Background: an optimization exercise with open tools, aiming at small area. Do not read the settings as production practice. In this exercise RTL edits were held to simulation tests only and were not proved equivalent to the original.

==> job 1135 <==
// weight_row_packer
module weight_row_packer #(
    parameter  int DATA_W     = weight_row_packer_pkg::DATA_W_DEF,
    parameter  int ARRAY_N    = weight_row_packer_pkg::ARRAY_N_DEF,
    parameter  int WT_W       = weight_row_packer_pkg::WT_W_DEF,
    parameter  int FIFO_DEPTH = weight_row_packer_pkg::FIFO_DEPTH_DEF,
    localparam int ROW_W      = ARRAY_N * WT_W,
    localparam int WPR        = ROW_W / DATA_W,
    localparam int RC_W       = $clog2(ARRAY_N + 1)
) (
    input  logic              clk,
    input  logic              rst_n,
    input  logic              start,
    input  logic [RC_W-1:0]   tile_rows,
    input  logic              in_valid,
    input  logic [DATA_W-1:0] in_data,
    output logic              row_valid,
    output logic [ROW_W-1:0]  row_data,
    output logic [RC_W-1:0]   row_idx,
    input  logic              row_ready,
    output logic              busy,
    output logic              tile_done,
    output logic              err_overflow,
    output logic              err_stray
);
==> module row_fifo_fwft, before the edit <==
module row_fifo_fwft #(
    parameter int HALF_W = 128,
    parameter int DEPTH  = 4,
    localparam int AW    = $clog2(DEPTH)
) (
    input  logic              clk,
    input  logic              wr_en,
    input  logic [AW-1:0]     wr_addr,
    input  logic [HALF_W-1:0] wr_lo,
    input  logic [HALF_W-1:0] wr_hi,
    input  logic [AW-1:0]     rd_addr,
    output logic [2*HALF_W-1:0] rd_data
);
    logic [2*HALF_W-1:0] mem [DEPTH];
    always_comb begin
        rd_data = '0;
        for (int i = 0; i < DEPTH; i++)
            rd_data = rd_data | (mem[i] & {2*HALF_W{rd_addr == AW'(i)}});
    end
    always_ff @(posedge clk) begin
        if (wr_en) mem[wr_addr] <= {wr_hi, wr_lo};
    end
endmodule
clock: 6.0 ns
lec_check: 0
cap_margin: 10
core_margin: 2
core_utilization: 75
place_density: 0.85
slew_margin: 10
standard.sh (not shown) runs the stock make flow with config.mk's settings and CLKGATE_MAP_FILE= SYNTH_SCRIPT=/design/flow/synth_recipe.tcl, a recipe that flattens the netlist after the stock synthesis.
==> flow/flow/run.sh <==
#!/bin/bash
# The standard ORFS layout, with two changes: ports are buffered with the smallest
# buffer, and clock tree synthesis uses small clock buffers without dummy loads.
set -euo pipefail
export BUFFER_PORTS_ARGS="-buffer_cell sky130_fd_sc_hd__buf_1"
export CTS_ARGS="-sink_clustering_enable -repair_clock_nets -dont_use_dummy_load -buf_list {sky130_fd_sc_hd__clkbuf_4 sky130_fd_sc_hd__clkbuf_8} -sink_clustering_size 18 -sink_clustering_max_diameter 80"
bash standard.sh > flow_standard.log 2>&1
==> job 8695 (differences from job 1135) <==
==> flow/flow/run.sh (replaced) <==
#!/bin/bash
# The standard ORFS layout, with two changes: ports are buffered with the smallest
# buffer, and clock tree synthesis uses small clock buffers without dummy loads.
set -euo pipefail
export BUFFER_PORTS_ARGS="-buffer_cell sky130_fd_sc_hd__buf_1"
export CTS_ARGS="-sink_clustering_enable -repair_clock_nets -dont_use_dummy_load -buf_list {sky130_fd_sc_hd__clkbuf_4 sky130_fd_sc_hd__clkbuf_8} -sink_clustering_size 16 -sink_clustering_max_diameter 40"
bash standard.sh > flow_standard.log 2>&1
--- a/flow/config.mk
+++ b/flow/config.mk
@@ -7,6 +7,5 @@
 export LEC_CHECK = 0
-export CAP_MARGIN = 10
+export CAP_MARGIN = 20
 export CORE_MARGIN = 2
-export CORE_UTILIZATION = 75
-export PLACE_DENSITY = 0.85
-export SLEW_MARGIN = 10
+export CORE_UTILIZATION = 40
+export SLEW_MARGIN = 20
==> job 9414 (differences from job 1135) <==
--- a/flow/design.v
+++ b/flow/design.v
@@ -27,7 +27,3 @@
     logic [2*HALF_W-1:0] mem [DEPTH];
-    always_comb begin
-        rd_data = '0;
-        for (int i = 0; i < DEPTH; i++)
-            rd_data = rd_data | (mem[i] & {2*HALF_W{rd_addr == AW'(i)}});
-    end
+    assign rd_data = mem[rd_addr];
     always_ff @(posedge clk) begin
==> flow/run.sh (new file) <==
#!/bin/bash
# synth_recipe.tcl (not shown) runs the flow's synth.tcl, then flattens the netlist and writes it again
# the make line also repeats each setting of config.mk as NAME=value (left out here)
make -C /OpenROAD-flow-scripts/flow DESIGN_CONFIG=/design/flow/config.mk WORK_HOME=/design/flow/orfs CLKGATE_MAP_FILE= SYNTH_SCRIPT=/design/flow/synth_recipe.tcl finish
--- a/flow/config.mk
+++ b/flow/config.mk
@@ -7,6 +7,5 @@
 export LEC_CHECK = 0
-export CAP_MARGIN = 10
+export CAP_MARGIN = 20
 export CORE_MARGIN = 2
-export CORE_UTILIZATION = 75
-export PLACE_DENSITY = 0.85
-export SLEW_MARGIN = 10
+export CORE_UTILIZATION = 40
+export SLEW_MARGIN = 20
removed: flow/flow/run.sh
removed: flow/standard.sh
==> out/qor.yml <==
die_w_microns: 324.4
status: "finished clean"
syn_to_final_growth_pct: 13.08
synth_adder_area_share_pct: 0.3047
the above is filed under job 8695

==> out/qor.yml <==
cts_tree: "done"
status: "finished clean"
syn_to_final_growth_pct: 8.678
multi_input_comb_area_sq_um: 5485
the above is filed under job 1135

==> out/qor.yml <==
num-multi-input-gates: 345
die_w_microns: 327.3
clk_share_pct: 7.037
synth_adder_area_share_pct: 0.2094
status: "finished clean"
the above is filed under job 9414

[afterwards: timing with drivers on the ports]
Ports are ideal in the flow. The routed layouts listed here were re-timed in OpenROAD. Step 1 (the two cells are an assumption about what drives the block):
set clk [get_ports {clk}]
set_driving_cell -lib_cell sky130_fd_sc_hd__clkbuf_16 $clk
set_driving_cell -lib_cell sky130_fd_sc_hd__buf_2 [delete_from_list [all_inputs] $clk]
Step 2 also shifts input and output timing later by t, the mid clock arrival at the registers, as if the neighbouring blocks saw the same clock. Slacks: no drivers / after step 1 / after step 2; pairs: no drivers / after step 1.
run | shift t [ns] | setup slack, ns | worst setup path after step 2 | slew at the worst register clock pin (ns) | worst data-port slew with drivers (ns)
job 1135 | 0.738 | 1.447 / 1.386 / 1.948 | input to register | 0.11 / 0.11 | 0.10
job 8695 | 0.833 | 1.442 / 1.382 / 2.071 | input to register | 0.09 / 0.09 | 0.12
job 9414 | 0.742 | 1.435 / 1.366 / 1.864 | input to register | 0.06 / 0.06 | 0.15
After both steps setup and hold are still met in every run listed.
